This is an optimization exercise on Yosys and OpenROAD, whose aim is small area, a short achievable clock period and few clock cycles, not a production implementation. Function was checked by simulation only, so behaviour that the tests miss may differ from the original. No activity file was given, so power comes from the tool's default toggle rates.

**flow/constraint.sdc**
```tcl
create_clock -name core_clock -period 8.0 [get_ports {clk_i}]
set_input_delay 1.6000 -clock core_clock [delete_from_list [all_inputs] [get_ports {clk_i}]]
set_output_delay 1.6000 -clock core_clock [all_outputs]
set_load 0.01 [all_outputs]
```
**flow/run.sh**
```bash
#!/bin/bash
# synth_recipe.tcl (not shown) runs the flow's synth.tcl, then flattens the netlist and writes it again
# the make line also repeats each setting of config.mk as NAME=value (left out here)
make -C /OpenROAD-flow-scripts/flow DESIGN_CONFIG=/design/flow/config.mk WORK_HOME=/design/flow/orfs CLKGATE_MAP_FILE= SYNTH_SCRIPT=/design/flow/synth_recipe.tcl finish
```
**flow/config.mk**
```make
export PLATFORM = sky130hd
export DESIGN_NAME = unsigned_division_magic_number_core
export DESIGN_NICKNAME = unsigned_division_magic_number_core
export VERILOG_FILES = /design/flow/design.v
export SDC_FILE = /design/flow/constraint.sdc
export NUM_CORES = 4
export LEC_CHECK = 0
export CAP_MARGIN = 20
export CORE_MARGIN = 2
export CORE_UTILIZATION = 40
export PLACE_DENSITY = 0.6
export SLEW_MARGIN = 20
```
**flow/design.v**
```verilog
`timescale 1ns / 1ps
`default_nettype none
package udm_pkg;
  localparam int unsigned WORD_W  = 32;
  localparam int unsigned SHIFT_W = 6;
endpackage
`default_nettype wire
`timescale 1ns / 1ps
`default_nettype none
import udm_pkg::*;
module unsigned_division_magic_number_core
(
  input  wire logic               clk_i,
  input  wire logic               rst_ni,
  input  wire logic               in_valid_i,
  output      logic               in_ready_o,
  input  wire logic [WORD_W-1:0]  in_divisor_i,
  output      logic               out_valid_o,
  input  wire logic               out_ready_i,
  output      logic [WORD_W-1:0]  out_magic_o,
  output      logic               out_add_needed_o,
  output      logic [SHIFT_W-1:0] out_shift_o,
  output      logic               out_is_power_of_two_o,
  output      logic               out_invalid_o
);
  logic st_idle_q, st_init_q, st_runa_q, st_trans_q, st_runb_q, st_done_q, st_donef_q;
  logic [31:0] d_q;       
  logic [31:0] u_q;       
  logic [33:0] q2_q;      
  logic [6:0]  k_q;       
  logic [31:0] nc_q;      
  logic [31:0] r1_q;      
  logic [30:0] q1_q;      
  logic        pow2_q;
  logic        inv_q;
  logic [31:0] sm;         
  logic [31:0] u_init;     
  logic [4:0]  msb;
  logic        d_small, d_pow2, spec;
  always_comb begin
    sm[31] = d_q[31];
    for (int i = 30; i >= 0; i--) sm[i] = sm[i+1] | d_q[i];
    u_init = d_q & {1'b0, sm[31:1]};
    msb = '0;
    for (int i = 1; i < 32; i++) if (d_q[i]) msb = 5'(i);
  end
  assign d_small = (d_q[31:1] == '0);
  assign d_pow2  = (u_init == '0);
  assign spec    = (d_q == 32'h8000_0001);
  logic [33:0] du;         
  logic        b;          
  logic [31:0] u_step;
  logic [33:0] d1;         
  logic        b1;
  logic [31:0] r1_step;
  logic        lt_hi, eq_hi, lt, eq, cont;
  assign du     = {1'b0, u_q, 1'b0} - {2'b00, d_q};
  assign b      = du[33];
  assign u_step = b ? {u_q[30:0], 1'b0} : du[31:0];
  assign d1      = {1'b0, r1_q, st_trans_q & u_q[0]} - {2'b00, nc_q} - {33'd0, st_trans_q};
  assign b1      = ~d1[33];
  assign r1_step = b1 ? d1[31:0] : {r1_q[30:0], 1'b0};
  assign lt_hi = (q1_q < u_q[31:1]);
  assign eq_hi = (q1_q == u_q[31:1]);
  assign lt    = lt_hi | (eq_hi & ~b1 & u_q[0]);
  assign eq    = eq_hi & (b1 == u_q[0]);
  assign cont  = (k_q < 7'd63) & (lt | (eq & spec));
  logic accept;
  assign accept = in_valid_i & (st_idle_q | st_done_q);
  always_ff @(posedge clk_i or negedge rst_ni) begin
    if (!rst_ni) begin
      st_idle_q  <= 1'b1;
      st_init_q  <= 1'b0;
      st_runa_q  <= 1'b0;
      st_trans_q <= 1'b0;
      st_runb_q  <= 1'b0;
      st_done_q  <= 1'b0;
      st_donef_q <= 1'b0;
    end else begin
      st_init_q  <= 1'b0;
      st_runa_q  <= 1'b0;
      st_trans_q <= 1'b0;
      st_runb_q  <= 1'b0;
      st_done_q  <= 1'b0;
      st_donef_q <= 1'b0;
      st_idle_q  <= 1'b0;
      if (st_idle_q) begin
        if (in_valid_i) st_init_q <= 1'b1;
        else            st_idle_q <= 1'b1;
      end
      if (st_init_q) begin
        if (d_small || d_pow2) st_done_q <= 1'b1;
        else                   st_runa_q <= 1'b1;
      end
      if (st_runa_q) begin
        if (k_q == 7'd31) st_trans_q <= 1'b1;
        else              st_runa_q  <= 1'b1;
      end
      if (st_trans_q) st_runb_q <= 1'b1;
      if (st_runb_q) begin
        if (cont) st_runb_q <= 1'b1;
        else      st_done_q <= 1'b1;
      end
      if (st_done_q) begin
        case ({in_valid_i, out_ready_i})
          2'b11:   st_init_q  <= 1'b1;
          2'b10:   st_donef_q <= 1'b1;
          2'b01:   st_idle_q  <= 1'b1;
          default: st_done_q  <= 1'b1;
        endcase
      end
      if (st_donef_q) begin
        if (out_ready_i) st_init_q  <= 1'b1;
        else             st_donef_q <= 1'b1;
      end
    end
  end
  always_ff @(posedge clk_i) begin
    if (accept) d_q <= in_divisor_i;
    if (st_init_q)       u_q <= u_init;
    else if (!st_trans_q) u_q <= u_step;
    if (st_init_q)                               q2_q <= (d_small || d_pow2) ? '1 : '0;
    else if (st_runa_q || st_runb_q)             q2_q <= {q2_q[32:0], b};
    if (st_init_q) begin
      if (d_small)     k_q <= 7'd32;
      else if (d_pow2) k_q <= {2'b01, msb};
      else             k_q <= {2'b00, msb};
    end else if (st_trans_q) begin
      k_q <= 7'd31;
    end else if (st_runa_q || st_runb_q) begin
      k_q <= k_q + 7'd1;
    end
    if (st_init_q)       nc_q <= d_q;
    else if (st_trans_q) nc_q <= d1[31:0];
    if (st_runa_q)       r1_q <= {1'b0, u_step[31:1]};
    else if (st_trans_q) r1_q <= {~spec, 31'd0};
    else                 r1_q <= r1_step;
    if (st_trans_q) q1_q <= {30'd0, spec};
    else            q1_q <= {q1_q[29:0], b1};
    if (st_init_q) begin
      inv_q  <= d_small;
      pow2_q <= !d_small && d_pow2;
    end
  end
  logic [33:0] inc;
  assign inc = {1'b0, q2_q[33:1]} + 34'd1;
  assign in_ready_o            = st_idle_q | st_done_q;
  assign out_valid_o           = st_done_q | st_donef_q;
  assign out_magic_o           = inc[31:0];
  assign out_add_needed_o      = (inc[33] | inc[32]) & ~pow2_q & ~inv_q;
  assign out_shift_o           = {k_q[6], k_q[4:0]};
  assign out_is_power_of_two_o = pow2_q;
  assign out_invalid_o         = inv_q;
endmodule
`default_nettype wire
```
==> run summary <==
initial antenna violation count=0; area delta synth->final=14.7%; first-pass GRT wire length=57,500 um; Site Rows=a little under 70; Critical Path, Cell by Cell=ha_1 > nand3_1 > nor4_1 > nor2b_1 > nand3_1 > nor3_1 > nor3b_1 > o21ai_0 > nor3_1 > clkdlybuf4s50_1; cell leakage power=around 0.007 uW; Initial Util=40.6%; Hold Path Class=flop to flop; Port Buf Inserts=78; number of max-cap violations=0; Synth top area share=just under 30%; Fillers=between 3k and 4k; status=timing/DRC/antenna clean; Yosys reg bits=about 210; CTS max path bufs=3; Die Area=around 37,000 sq um; synth warn=1; internal power=approximately 4500 uW; Via-to-Cell Ratio=5.42; Setup CP Type=flop to primary output; H-tree Lvls=1; post-synthesis sequential area ratio=between 30% and 40%; Worst-Skew Late Latency=~0.54 ns; asr flop ratio synth=approximately 3.3%; post-synth net total=roughly 1.7k; Placer Congestion=about 0.93; most area-hungry cell type in the Yosys netlist=edfxtp_1; post-place setup slack=3.11 ns; grt ovf=0; Worst Path Max Fanout=5; grt met2 use=approximately a third; total global-route track usage=roughly a fifth; Die Span X=192 um; Mapped Cells=approximately 1.5k; Rel. slew slack=33.8%; io pins=79; # Post-CTS Setup Buffers=0; Die Y=approximately 190 um; Final Hold Fails=0; skew final=0.0179 ns; part of the power in the clock network=15.2%; met1 Track Usage GR=approximately 27%; Post-DRT Antenna Nets=0; final period utilization=67.8%; crit path max-delay cell type=clkdlybuf4s50_1; Residual DRC=0; Cell variety after synth=just under 80; post-detail-place hpwl=about 27,000 um; Tmin final=roughly 5.4 ns; prevailing post-synth register cell=edfxtp_1; RSZ-0062 raised after global routing=false; Arr. time, crit path=approximately 3.8 ns; TritonCTS clock tree=done; Sw Share=a little over two fifths; Crit path required time=6.40 ns; net switching power=~3300 uW; Core Box Area=~35,000 sq um; Netlist Area Pre-Place=about 14,000 sq um; Final Max Tran Viols=0; final setup margin=roughly 2.6 ns; post-DR wirelength/cell=17.4 um; # setup viols final=0; peak-usage layer in the global routing report=met2; Root Buffer=clkbuf_16; cts bufs inserted=26; largest net degree at the start of global routing=63; nets=1,763; drt pass-1 iters=5; CTS clock-pin slew for the worst setup and hold paths=0.06 ns; fmax=around 180 MHz; Critical Path Max Stage Delay=approximately 0.56 ns; final WL=36,100 um; number of enable flip-flop cells after synthesis=139; met3 usage=under 10%; Ant. Diodes=0; Setup crit start kind=flop; total negative slack=0 ns; DR iter-0 viols=between 800 and 900; Slew @ Worst Pin=0.994 ns; Comb pwr share=about 58%; share of cells above drive strength 1=6.80%; # resized after CTS=0; count leader, synth=inv_1; Post-synth top cells=208 x inv_1, 139 x edfxtp_1, 129 x o21ai_0, 127 x ha_1, 116 x nand2_1; Post-CTS Hold Buffers=0; Syn Area/Cell=~9 sq um; via count=approximately 11k; clock sinks=around 210; top cells by area, synth=edfxtp_1 30%, ha_1 11%, dfxtp_1 9.0%; maximum vdd drop=around 0.21 mV; crit end category=primary output; sequential power share=approximately 27%; P per Cell Area=about 480 nW/um^2; vias in the first global route=10.7k
-- final cells by class --
cell class	count	area (sq um)	share of cell area, %
well taps	455	569	3.53
multi-input cells	1063	7440	46.1
clock inverters	12	120	0.744
inverters	208	781	4.84
clock buffers	36	751	4.65
flip-flops and latches	209	5620	34.8
repair buffers	89	863	5.35
-- per-layer routing --
metal  vias up  share of wire (%)
met2       296                 46
li1       5568                  -
met1      5310                 46
met5         -                  0
met4         0                2.3
met3        53                5.8
-- critical path, delay by kind of cell (launching register included) --
kind | cells | cell delay (ns)
AND/OR/NAND/NOR | 7 | 2.00
adder cells (fa/ha/maj) | 1 | 0.20
buffers and inverters | 1 | 0.56
flip-flops | 1 | 0.38
AO/OA/AOI/OAI | 1 | 0.14
-- power groups by stage --
| stage | clock, uW | combinational (uW) | sequential (uW) |
|---|---|---|---|
| CTS | 1220 | 4540 | 2110 |
| floorplan | 0 | 3350 | 2010 |
| detailed placement | 0 | 4500 | 2130 |
| global placement | 0 | 4440 | 2120 |
| finish | 1190 | 4520 | 2100 |
| global route | 1260 | 5100 | 2150 |
-- flip-flops by register name, indices dropped and copies added (netlist names) --
name        count
st_runa_q       1
u_q            32
q2_q           34
st_idle_q       1
st_runb_q       1
st_done_q       1
st_donef_q      1
st_init_q       1
nc_q           32
pow2_q          1
k_q             7
r1_q           32
d_q            32
st_trans_q      1
q1_q           31
inv_q           1
-- final timing paths --
kind / cells after the start / slack [ns] / start / to
max in group asynchronous: 1 / 6.34 / rst_ni / st_init_q
setup reg to reg: 14 / 3.19 / st_trans_q / st_done_q
min in group asynchronous: 1 / 1.36 / rst_ni / st_init_q
hold / removal: 1 / 0.47 / q1_q[16] / q1_q[17]
setup / recovery: 10 / 2.58 / q2_q[1] / out_add_needed_o
hold reg to reg: 1 / 0.47 / q1_q[16] / q1_q[17]
-- kinds of logic (layout without fill, tap and decap cells) --
logic type | Yosys count | count (layout) | synth area share [%]
AO/OA/AOI/OAI | 425 | 425 | 19.1
multiplexers | 45 | 45 | 3.23
flip-flops | 209 | 209 | 39.9
buffers and inverters | 259 | 345 | 7.31
XOR/XNOR | 81 | 81 | 5.04
adder cells (fa/ha/maj) | 132 | 132 | 11.9
AND/OR/NAND/NOR | 380 | 380 | 13.5
-- per-stage QoR --
| stage | std cells | hold slack (ns) | power (uW) | area [sq um] | util (%) |
|---|---|---|---|---|---|
| after floorplan | 1531 | 0.414 | 5370 | 14100 | - |
| after global placement | 2024 | 0.452 | 6560 | 15300 | 44.1 |
| after detailed placement | 2024 | 0.460 | 6630 | 15300 | 44.1 |
| after CTS | 2072 | 0.469 | 7860 | 16100 | 46.6 |
| after global routing | 2072 | 0.474 | 8510 | 16100 | 46.6 |
| final | 2072 | 0.466 | 7810 | 16100 | 46.6 |
-- cells in the final DEF, fill, tap and decap left out, drive strengths merged, types with 12 or more instances in the layout --
master and instances:
inv 208, o21ai 162, edfxtp 139, ha 127, nand2 116, a21oi 110, clkdlybuf4s50 78, nor2 78
dfxtp 63, xnor2 55, nor2b 42, mux2i 42, clkbuf 36, a21o 33, nand3 32, xor2 26
nor3 26, nand4 24, o21a 20, and3 12, nor4 12
Testbench counts, summed over its fixed seeds: cycles 39,531.

## separate check: timing with driven ports
The flow's constraints put no driver on any port. The routed layout listed below was extracted and timed again, unchanged, in two steps.
Step 1 assumes that a clkbuf_16 drives the clock port and a buf_2 every other input.
Step 2 moves the port delays by t, midway between the first and last clock arrival at a register: inputs arrive t later, outputs are due t later. That takes back most of the time a late clock gives input paths.
Three values: no drivers, after step 1, after step 2; two values: the first two.
t, ns: 0.581
setup slack, ns: 2.577 / 2.525 / 3.106
clock arrival spread, ns: 0.017 / 0.017
After both steps this run still meets setup and hold. For this run, drivers alone change the setup slack by -0.052 ns; drivers and shift together by +0.529 ns.
